Source: an optimization exercise on an open RTL-to-GDS flow (aim: small area and few clock cycles). Production flows keep margins and buffers that such runs may drop.
The RTL was checked by simulation tests, not by an equivalence proof against the original design.
Power is estimated from default activity; no workload was simulated. No driver is modelled on the clock port, so clocking that relies on it looks cheaper here than on a real chip.

// tcore_fmac_tx
module tcore_fmac_tx (
	input wire usr_clk,
	input wire usr_rst_,
	input wire beat_valid,
	input wire [71:0] beat,
	output wire [1:0] credit_ret,	 
	output wire [71:0] xgmii,
	output wire [31:0] tx_pkt_cnt,
	output wire [31:0] tx_byte_cnt,
	output wire [31:0] frame_err_cnt
);
For scale: about 1900 cells after synthesis, roughly 1200 flip-flops, ~250 I/O pins.
Settings: LEC_CHECK=0, CAP_MARGIN=20, CORE_MARGIN=2, CORE_UTILIZATION=40, SLEW_MARGIN=20; clock period 6.4 ns.
standard.sh (not shown) runs the stock make flow with config.mk's settings and CLKGATE_MAP_FILE= SYNTH_SCRIPT=/design/flow/synth_recipe.tcl, a recipe that flattens the netlist after the stock synthesis.
==> flow/flow/run.sh <==
#!/bin/bash
# Standard ORFS layout with small port buffers and a leaner clock tree.
export BUFFER_PORTS_ARGS="-buffer_cell sky130_fd_sc_hd__buf_1"
export CTS_ARGS="-sink_clustering_enable -repair_clock_nets -dont_use_dummy_load -buf_list sky130_fd_sc_hd__clkbuf_16 -sink_clustering_size 60 -sink_clustering_max_diameter 45"
bash standard.sh > standard.log 2>&1
The baseline produced a clean layout.
Testbench counts at the start, summed over its fixed seeds: cycles 13,634.
Change:
==> flow/flow/run.sh (replaced) <==
#!/bin/bash
# Standard ORFS layout with small port buffers and a leaner clock tree.
export BUFFER_PORTS_ARGS="-buffer_cell sky130_fd_sc_hd__buf_1"
export CTS_ARGS="-sink_clustering_enable -repair_clock_nets -dont_use_dummy_load -buf_list sky130_fd_sc_hd__clkbuf_16 -sink_clustering_size 40 -sink_clustering_max_diameter 60"
bash standard.sh > standard.log 2>&1
--- a/flow/config.mk
+++ b/flow/config.mk
@@ -8,4 +8,4 @@
 export CAP_MARGIN = 20
 export CORE_MARGIN = 2
-export CORE_UTILIZATION = 40
+export CORE_UTILIZATION = 65
 export SLEW_MARGIN = 20
- sequential power barely changes
- worst setup slack gains 0.15 ns
- cell area falls by 4.6%
- total power drops by 13%
- non-clock buffer count went down by 2
- core utilization goes up by 25 points
- flip-flop and latch count is unchanged
Change:
==> flow/flow/run.sh (replaced) <==
#!/bin/bash
# Standard ORFS layout with small port buffers and a leaner clock tree.
export BUFFER_PORTS_ARGS="-buffer_cell sky130_fd_sc_hd__buf_1"
export CTS_ARGS="-sink_clustering_enable -repair_clock_nets -dont_use_dummy_load -buf_list sky130_fd_sc_hd__clkbuf_16 -sink_clustering_size 36 -sink_clustering_max_diameter 70"
bash standard.sh > standard.log 2>&1
--- a/flow/config.mk
+++ b/flow/config.mk
@@ -8,4 +8,4 @@
 export CAP_MARGIN = 20
 export CORE_MARGIN = 2
-export CORE_UTILIZATION = 65
+export CORE_UTILIZATION = 40
 export SLEW_MARGIN = 20
What happened: Global-route usage decreases by 4.5 points. Maximum frequency decreases by a few percent. Worst setup slack loses 0.18 ns. Register-to-register slack gains 0.40 ns. Clock-buffer cell count decreases by 2. Routed wire length increases by about a fifth. First-iteration DRC count increases by a little under a tenth. Core utilization decreases by 27 points.
Change:
==> flow/flow/run.sh (replaced) <==
#!/bin/bash
# Standard ORFS layout with small port buffers and a leaner clock tree.
export BUFFER_PORTS_ARGS="-buffer_cell sky130_fd_sc_hd__buf_1"
export CTS_ARGS="-sink_clustering_enable -repair_clock_nets -dont_use_dummy_load -buf_list sky130_fd_sc_hd__clkbuf_16 -sink_clustering_buffer sky130_fd_sc_hd__clkbuf_8 -sink_clustering_size 16 -sink_clustering_max_diameter 45"
bash standard.sh > standard.log 2>&1
Core utilization rises by 0.33 points.
Hold slack gets worse by 0.020 ns.
Fmax rises slightly.
Wire length rises slightly.
Final area rises slightly.
Flip-flop and latch count is unchanged.
Power rises by a few percent.
Sequential share of layout area falls by 0.59 points.
Change:
==> flow/flow/run.sh (replaced) <==
#!/bin/bash
# Standard ORFS layout with small port buffers and a leaner clock tree.
export BUFFER_PORTS_ARGS="-buffer_cell sky130_fd_sc_hd__buf_1"
export CTS_ARGS="-sink_clustering_enable -repair_clock_nets -dont_use_dummy_load -buf_list sky130_fd_sc_hd__clkbuf_16 -sink_clustering_size 40 -sink_clustering_max_diameter 80"
bash standard.sh > standard.log 2>&1
Clock power is lower by about a fifth.
Design area went down slightly.
Total power came out lower by a few percent.
Worst setup slack loses 0.0088 ns.
Cell count is lower slightly.
Hold slack stays flat.
Wire length came out lower slightly.
Via count is lower slightly.
First-iteration DRC count increases by a quarter to a third.
Change:
==> flow/flow/run.sh (replaced) <==
#!/bin/bash
# Standard ORFS layout with small port buffers and a leaner clock tree.
export BUFFER_PORTS_ARGS="-buffer_cell sky130_fd_sc_hd__buf_1"
export CTS_ARGS="-sink_clustering_enable -repair_clock_nets -dont_use_dummy_load -buf_list sky130_fd_sc_hd__clkbuf_16 -sink_clustering_size 36 -sink_clustering_max_diameter 70"
bash standard.sh > standard.log 2>&1
--- a/flow/config.mk
+++ b/flow/config.mk
@@ -9,3 +9,4 @@
 export CORE_MARGIN = 2
 export CORE_UTILIZATION = 40
+export PLACE_DENSITY = 0.7
 export SLEW_MARGIN = 20
The new run went through all stages and came out clean.
Hold slack gets better by 0.026 ns.
Die area is unchanged.
Cell count stays flat.
Sequential share of layout area is lower by 0.21 points.
Worst setup slack gets better by 0.0050 ns.
Maximum frequency hardly moves.
Synthesized cell count is unchanged.


Another version of the RTL of tcore_fmac_tx (not shown whole).
For scale: roughly 1900 cells after synthesis, roughly 250 I/O pins, about 38000 um2 of cells after synthesis.
==> flow/config.mk <==
export PLATFORM = sky130hd
export DESIGN_NAME = tcore_fmac_tx
export DESIGN_NICKNAME = tcore_fmac_tx
export VERILOG_FILES = /design/flow/design.v
export SDC_FILE = /design/flow/constraint.sdc
export NUM_CORES = 4
export LEC_CHECK = 0
export CAP_MARGIN = 20
export CORE_MARGIN = 2
export CORE_UTILIZATION = 40
export CTS_BUF_LIST = sky130_fd_sc_hd__clkbuf_4
export CTS_CLUSTER_SIZE = 20
export SLEW_MARGIN = 20
==> flow/constraint.sdc <==
create_clock -name core_clock -period 6.4 [get_ports {usr_clk}]
set_input_delay 1.2800 -clock core_clock [delete_from_list [all_inputs] [get_ports {usr_clk}]]
set_output_delay 1.2800 -clock core_clock [all_outputs]
set_load 0.01 [all_outputs]
run.sh (not shown) runs the stock make flow with config.mk's settings and CLKGATE_MAP_FILE= SYNTH_SCRIPT=/design/flow/synth_recipe.tcl, a recipe that flattens the netlist after the stock synthesis.
Stock flow here: none of the scripts above is used.
Testbench counts at the start, summed over its fixed seeds: cycles 13,634.
==> next run, changes <==
Settings changed: CTS_BUF_LIST sky130_fd_sc_hd__clkbuf_4 to sky130_fd_sc_hd__clkbuf_8, CTS_CLUSTER_SIZE 20 to 30.
The new run ran to the end with no violations.
Maximum frequency increases by 5.2%.
Sequential cell count is unchanged.
Sequential share of layout area increases by 0.36 points.
Design area decreases by 0.49%.
Worst hold slack gets better by 0.027 ns.
Final cell count decreases by 4.5%.
Area after synthesis is unchanged.
Die area stays the same.
==> next run, changes <==
Settings changed: CTS_BUF_LIST sky130_fd_sc_hd__clkbuf_8 to default, CTS_CLUSTER_SIZE 30 to default.
Outcome: The changed run completed with no timing, DRC or antenna violations; total power came out higher by 5.2%; global-route usage came out lower by 0.25 points; die area does not change; final cell count came out lower by 3.3%; design area came out higher by 0.61%.

[separate check: timing with driven ports]
How much do the figures lean on ideal ports? The routed layouts below were timed once more, with nothing changed but the port constraints.
Step 1, drivers: a clkbuf_16 drives usr_clk and a buf_2 each remaining input, both assumed.
Step 2 also shifts input and output timing later by t, the mid clock arrival at the registers, as if the neighbouring blocks saw the same clock.
a / b / c = ideal / step 1 / step 2; a / b = the first two.
run	shift t [ns]	setup slack, ns	latest minus earliest clock arrival (ns)	worst slew at a driven data input, ns	cell pins on the clock port's net
the first run of note 1	0.690	1.785 / 1.724 / 2.414	0.096 / 0.096	0.05	1
the second run of note 1	0.656	1.937 / 1.878 / 1.985	0.072 / 0.071	0.04	1
the third run of note 1	0.653	1.753 / 1.691 / 2.345	0.127 / 0.127	0.05	1
the fourth run of note 1	0.648	1.821 / 1.759 / 2.407	0.082 / 0.082	0.05	1
the fifth run of note 1	0.646	1.812 / 1.747 / 2.393	0.089 / 0.090	0.05	1
the sixth run of note 1	0.654	1.817 / 1.759 / 2.413	0.094 / 0.093	0.04	1
the first run of note 2	1.080	0.965 / 0.906 / 1.986	0.099 / 0.099	0.05	1
the second run of note 2	0.838	1.235 / 1.178 / 2.016	0.055 / 0.054	0.05	1
the third run of note 2	0.728	1.307 / 1.247 / 1.976	0.031 / 0.031	0.05	1
After both steps setup and hold are still met in every run listed.
